Background: an optimization exercise with open tools, aiming at small area and a short achievable clock period. Do not read the settings as production practice. The RTL was checked by simulation tests, not by an equivalence proof against the original design. Power figures rest on the tool's default switching activity, not on a simulated workload.

==> design/flow/run.sh <==
#!/bin/bash
# synth_recipe.tcl (not shown) runs the flow's synth.tcl, then flattens the netlist and writes it again
# the make line also repeats each setting of config.mk as NAME=value (left out here)
make -C /OpenROAD-flow-scripts/flow DESIGN_CONFIG=/design/flow/config.mk WORK_HOME=/design/flow/orfs CLKGATE_MAP_FILE= SYNTH_SCRIPT=/design/flow/synth_recipe.tcl finish
==> design/flow/config.mk <==
export PLATFORM = sky130hd
export DESIGN_NAME = mips_processor
export DESIGN_NICKNAME = mips_processor
export VERILOG_FILES = /design/flow/design.v
export SDC_FILE = /design/flow/constraint.sdc
export NUM_CORES = 4
export LEC_CHECK = 0
export CAP_MARGIN = 20
export CORE_MARGIN = 2
export CORE_UTILIZATION = 40
export SLEW_MARGIN = 20
==> design/flow/constraint.sdc <==
create_clock -name core_clock -period 8.5 [get_ports {clk}]
set_input_delay 1.7000 -clock core_clock [delete_from_list [all_inputs] [get_ports {clk}]]
set_output_delay 1.7000 -clock core_clock [all_outputs]
set_load 0.01 [all_outputs]
==> design/flow/design.v <==
package mips_processor_pkg;
  localparam logic [3:0] OP_NOP  = 4'h0;
  localparam logic [3:0] OP_LI   = 4'h1;
  localparam logic [3:0] OP_ADD  = 4'h2;
  localparam logic [3:0] OP_SUB  = 4'h3;
  localparam logic [3:0] OP_AND  = 4'h4;
  localparam logic [3:0] OP_OR   = 4'h5;
  localparam logic [3:0] OP_XOR  = 4'h6;
  localparam logic [3:0] OP_NOT  = 4'h7;
  localparam logic [3:0] OP_SLL  = 4'h8;
  localparam logic [3:0] OP_MOV  = 4'h9;
  localparam logic [3:0] OP_COMP = 4'hA;
  localparam int OP_LSB = 28;
  localparam int RD_LSB = 24;
  localparam int RS_LSB = 20;
  localparam int RT_LSB = 16;
  localparam int IMM_W  = 16;
  localparam int CW = 21;
endpackage
import mips_processor_pkg::*;
module mips_alu
#(
  parameter int W = 32
) (
  input  logic [3:0]     op,
  input  logic           li,
  input  logic [15:0]    imm,
  input  logic [W-1:0]   a,
  input  logic [W-1:0]   b,
  output logic [W-1:0]   result,
  output logic           carry,
  output logic           overflow,
  output logic           eq
);
  logic [W-1:0] bb;
  logic [W:0]   sum;
  logic         sub;
  always_comb begin
    sub      = (op == OP_SUB);
    bb       = sub ? ~b : b;
    sum      = {1'b0, a} + {1'b0, bb} + {{W{1'b0}}, sub};
    carry    = sum[W];
    overflow = (a[W-1] == bb[W-1]) && (sum[W-1] != a[W-1]);
    eq       = a == b;
    if (li) result = {{(W-IMM_W){imm[IMM_W-1]}}, imm};
    else case (op)
      OP_ADD:  result = sum[W-1:0];
      OP_SUB:  result = sum[W-1:0];
      OP_AND:  result = a & b;
      OP_OR:   result = a | b;
      OP_XOR:  result = a ^ b;
      OP_NOT:  result = ~a;
      OP_SLL:  result = a << imm[4:0];
      OP_MOV:  result = a;
      OP_COMP: result = {{(W-1){1'b0}}, eq};
      default: result = 'x;
    endcase
  end
endmodule
import mips_processor_pkg::*;
module mips_processor
#(
  parameter int aBit = 6,
  parameter int nBit = 32
) (
  input  logic            clk,
  input  logic            rst,
  input  logic            request,
  input  logic [aBit-1:0] addr,
  input  logic [nBit-1:0] din,
  output logic [nBit-1:0] dout,
  output logic            acknowledge,
  output logic            carry,
  output logic            overflow,
  output logic            equal
);
  logic [CW-1:0]   imem [2**aBit];
  logic [nBit-1:0] regs [16];
  logic [15:0]     valid;
  logic [aBit-1:0] pc;
  logic            ir_li;
  logic [3:0]      ir_op;
  logic [15:0]     ir_lo;
  logic [3:0]      rd, rs, rt;
  logic [nBit-1:0] a, b, res;
  logic            alu_c, alu_v, alu_eq, we;
  logic [CW-1:0]   fetched;
  logic [3:0]      imem_rd;
  assign acknowledge = request;
  assign rd = imem_rd;
  assign rs = ir_lo[11:8];
  assign rt = ir_lo[3:0];
  assign a  = valid[rs] ? regs[rs] : '0;
  assign b  = valid[rt] ? regs[rt] : '0;
  assign we = ir_li || (ir_op != OP_NOP);
  mips_alu #(.W(nBit)) alu (
    .op(ir_op), .li(ir_li), .imm(ir_lo), .a(a), .b(b),
    .result(res), .carry(alu_c), .overflow(alu_v), .eq(alu_eq)
  );
  logic [CW-1:0] din_c;
  always_comb begin
    din_c        = '0;
    din_c[19:16] = din[RD_LSB +: 4];
    if (din[OP_LSB +: 4] == OP_LI) begin
      din_c[20]   = 1'b1;
      din_c[15:0] = din[15:0];
    end else begin
      din_c[15:12] = (din[OP_LSB +: 4] > OP_COMP) ? OP_NOP : din[OP_LSB +: 4];
      din_c[11:8]  = din[RS_LSB +: 4];
      din_c[4:0]   = (din[OP_LSB +: 4] == OP_SLL) ? din[4:0] : {1'b0, din[RT_LSB +: 4]};
    end
  end
  always_ff @(posedge clk)
    if (request) imem[addr] <= din_c;
  assign fetched = imem[pc];
  always_ff @(posedge clk or posedge rst) begin
    if (rst) begin
      ir_li <= 1'b0;
      ir_op <= OP_NOP;
    end else if (!request) begin
      ir_li <= fetched[20];
      ir_op <= fetched[20] ? OP_NOP : fetched[15:12];
    end
  end
  always_ff @(posedge clk)
    if (!request) begin
      imem_rd <= fetched[19:16];
      ir_lo   <= fetched[15:0];
    end
  always_ff @(posedge clk or posedge rst) begin
    if (rst) begin
      pc       <= aBit'(1);
      dout     <= '0;
      carry    <= 1'b0;
      overflow <= 1'b0;
      equal    <= 1'b0;
      valid    <= '0;
    end else if (!request) begin
      pc <= pc + 1'b1;
      if (we) begin
        valid[rd] <= 1'b1;
        dout      <= res;
      end
      if (ir_op == OP_ADD || ir_op == OP_SUB) begin
        carry    <= alu_c;
        overflow <= alu_v;
      end
      if (ir_op == OP_COMP) equal <= alu_eq;
    end
  end
  always_ff @(posedge clk)
    if (!request && we) regs[rd] <= res;
endmodule
==> notes.md <==
status no timing/DRC/antenna violations; max-slew violations 0; net count after synthesis 5108; syn_area_per_cell around 17 µm²; vias in the first global route between 40000 and 50000; hold_buf cts 0; Die Height ~470 µm; RSZ-0062 raised after global routing no; total grt overflow 0; Power, Total a little under 40 mW; Vias between 40000 and 50000; final non-filler cell total just over 8000; clock root cell clkbuf_16; Remaining DRCs 0; netlist area before placement ~86000 µm²; Sw Share between 30 and 40%; Initial DRT Pass Iterations 8; synth warn 2; Final GP Congestion between 0.9 and 1; Post-CTS Setup Bufs 0; Clock Skew 0.0845 ns; core area 212000 µm²; share of layout cells above drive strength 1 a little under a quarter; Comb pwr share a little over two fifths; # rows between 150 and 200; DRT iter0 DRCs approximately 5600; Critical Path End Type flip-flop; placed cell count between 7000 and 8000; power share of the clock group 23.0%; Post-DP HPWL roughly 140000 µm; Die Span X about 470 µm; post-route design area between 90000 and 100000 µm²; Avg Vias per Cell between 5 and 6; critical path class reg2reg; #FFs+latches synth just under 2000; Worst EP arrival around 7.1 ns; Syn Inst Count ~5000; Worst slew margin slightly above 30%; detailed-route wire length per cell 29.9 µm; critical path launch point type flip-flop; CTS Buffer Depth 3; Area growth, synth to finish 13.5%; post-route antenna net violation count 0; first-pass GRT wire length about 350000 µm; io pins 77; number of H-tree levels 4; EDFF count, synth approximately 1900; sequential standard cell area between 50000 and 60000 µm²; total global-route track usage between 20 and 25%; starting density of the core between 40% and 50%; Detailed Route WL between 200000 and 250000 µm; maximum VDD drop around 0.32 mV; clk sinks between 1500 and 2000; Die ar. 218000 µm²; Setup TNS 0 ns; IO Port Bufs 76; worst skew pair latency 0.86 ns; P_sw approximately 15 mW; # resized after CTS 0; DP Area 90300 µm²; pin count of the biggest net entering global routing roughly 110; Tmin final between 6 and 7 ns; Num CTS Buffers around 200; most common flop cell mapped by yosys edfxtp_1; Hold Path Class reg2reg; Critical Path Fanout Max 40; final worst-path cycle share between 70% and 80%; Flop pwr share around 34%; initial antenna violation count 8; multi-input logic area around 26000 µm²; Distinct cells, synth between 80 and 90; sequential fraction of the synthesis area around two thirds; Pleak approximately 31 nW; CTS tree done; flop-to-flop setup slack approximately 1.8 ns; Fill cells ~18000; number of setup violations in the final report 0; CP required roughly 9.0 ns; PwrDens around 400 nW/µm²; internal power around 24 mW; Fin. Hold Viols 0; Nets between 5000 and 6000; Worst-Margin Slew 1.04 ns; max-cap violations 0; maximum clock frequency between 150 and 200 MHz; Clk pin slew, worst setup/hold paths 0.06 ns; asr flop ratio synth under 10%
## cell usage in the layout (no fill, tap or decap), types with 18 or more instances in the layout
cell type	instances
o221ai_1	85
nand2b_1	20
clkbuf_16	202
o22ai_1	97
clkinv_2	40
ha_1	91
nor2b_1	21
a21oi_1	273
dfrtp_1	57
xnor2_1	54
mux2i_1	332
nand3_1	23
nor2_2	61
nand2_1	336
clkdlybuf4s50_1	71
o2111ai_1	18
nor2_1	104
edfxtp_1	1876
nor3_1	22
o21ai_0	159
clkinv_1	48
buf_4	148
mux4_2	509
clkbuf_1	34
o211ai_1	22
inv_1	81
bufinv_16	27
mux2_2	115
a21o_1	34
## cells in the mapped netlist (21+ instances only)
library cell | instances | area (µm²)
o22ai_1 | 97 | 607
nor3_1 | 27 | 135
nand3_1 | 24 | 120
nor2b_1 | 22 | 138
o221ai_1 | 85 | 744
mux2_2 | 115 | 1290
nand2_1 | 337 | 1260
nand2b_1 | 21 | 131
a21oi_1 | 279 | 1400
mux2i_1 | 332 | 3320
xnor2_1 | 54 | 473
and2_1 | 23 | 144
dfrtp_1 | 61 | 1530
clkbuf_1 | 212 | 796
inv_1 | 82 | 308
nor2_1 | 168 | 631
buf_2 | 25 | 125
o211ai_1 | 22 | 165
a21o_1 | 34 | 255
edfxtp_1 | 1876 | 56300
ha_1 | 91 | 1140
mux4_2 | 509 | 11500
o21ai_0 | 164 | 821
buf_1 | 74 | 278
## worst paths after layout
check / startpoint / endpoint / depth (start not counted)
worst min register to register: dout[25] / dout[25] / 2
max in group asynchronous: rst / pc[2] / 3
min in group asynchronous: rst / dout[4] / 2
worst max-delay path: flip-flop / regs[6][24] / 17
worst min-delay path: dout[25] / dout[25] / 2
worst max register to register: flip-flop / regs[6][24] / 17
## registers in the layout, indices dropped and copies added (netlist names), named ones only
| register | flops |
|---|---|
| ir_op | 4 |
| imem | 1344 |
| imem_rd | 4 |
| regs | 512 |
| pc | 6 |
| carry | 1 |
| ir_lo | 16 |
| valid | 16 |
| overflow | 1 |
| equal | 1 |
| ir_li | 1 |
| dout | 32 |
## metal layers
metal / part of all wire, % / up-vias / track usage (%)
li1: - / 20400 / -
met1: 42 / 25300 / 30.3
met2: 49 / 1891 / 36.2
met3: 6.7 / 384 / 3.46
met4: 3.1 / 12 / 6.75
met5: 0.036 / - / 0
## logic make-up (layout without fill, tap and decap cells)
kind of cell | count (synthesis) | in the layout | share of synthesized area, %
AND/OR/NAND/NOR | 685 | 685 | 3.51
adder cells (fa/ha/maj) | 95 | 95 | 1.39
AO/OA/AOI/OAI | 824 | 824 | 5.97
flip-flops | 1946 | 1946 | 67.8
other | 0 | 3 | 0
XOR/XNOR | 64 | 64 | 0.655
multiplexers | 956 | 956 | 18.8
buffers and inverters | 405 | 688 | 1.87
## layout make-up
class	instances	share of cell area, %
multi-input cells	2624	27.2
flip-flops and latches	1946	59.8
clock inverters	134	1.61
well taps	2821	3.63
inverters	86	0.334
diodes	3	0.00773
clock buffers	238	5.36
repair buffers	230	2.08
## power groups by stage
stage                     clock network (mW)  logic (mW)  registers, mW
after CTS                               9.13        16.9           13.2
final                                   9.00        17.1           13.1
after global routing                    9.51        18.3           13.2
after detailed placement                   0        16.9           13.4
after global placement                     0        16.8           13.3
after floorplan                            0        11.3           12.7
## worst max-delay path, cell delays in order (launching register included)
cell and delay (ns):
dfxtp_4 0.91, buf_4 0.40, mux4_2 0.52, mux4_2 0.52, o21ai_1 0.25, inv_1 0.13, ha_1 0.36, nand2_1 0.06
o21ai_0 0.45, o21ai_0 0.22, o21ai_2 0.20, maj3_2 0.22, maj3_2 0.24, nand2_1 0.14, a22oi_1 0.45, xor2_1 0.19
a21oi_1 0.12, nor2_1 0.75
## metrics by stage
stage	setup WS (ns)	util (%)	hold WS [ns]
floorplan	2.13	-	0.439
global placement	1.82	42.5	0.458
detailed placement	1.76	42.5	0.463
CTS	1.68	45.7	0.477
global route	1.28	45.7	0.504
finish	1.85	45.7	0.472

-- what the ideal ports hide --
The flow's constraints put no driver on any port. The routed layout listed below was extracted and timed again, unchanged, in two steps. Step 1 (the two cells are an assumption about what drives the block):
set clk [get_ports {clk}]
set_driving_cell -lib_cell sky130_fd_sc_hd__clkbuf_16 $clk
set_driving_cell -lib_cell sky130_fd_sc_hd__buf_2 [delete_from_list [all_inputs] $clk]
Step 2, shift: input delay + t, output delay - t, t = (earliest + latest rising clock arrival at the registers) / 2. This alone moves slack from input paths to output paths. a / b / c = no drivers / after step 1 / after step 2; a / b = the first two.
t (ns): 0.902
slack for setup (ns): 1.849 / 1.849 / 1.849
hold slack, ns: 0.472 / 0.472 / 0.472
worst setup path after step 2: register to register
worst slew at a driven data input, ns: 0.10
After both steps setup and hold are still met in this run. For this run, drivers alone change the setup slack by 0.000 ns; drivers and shift together by 0.000 ns.
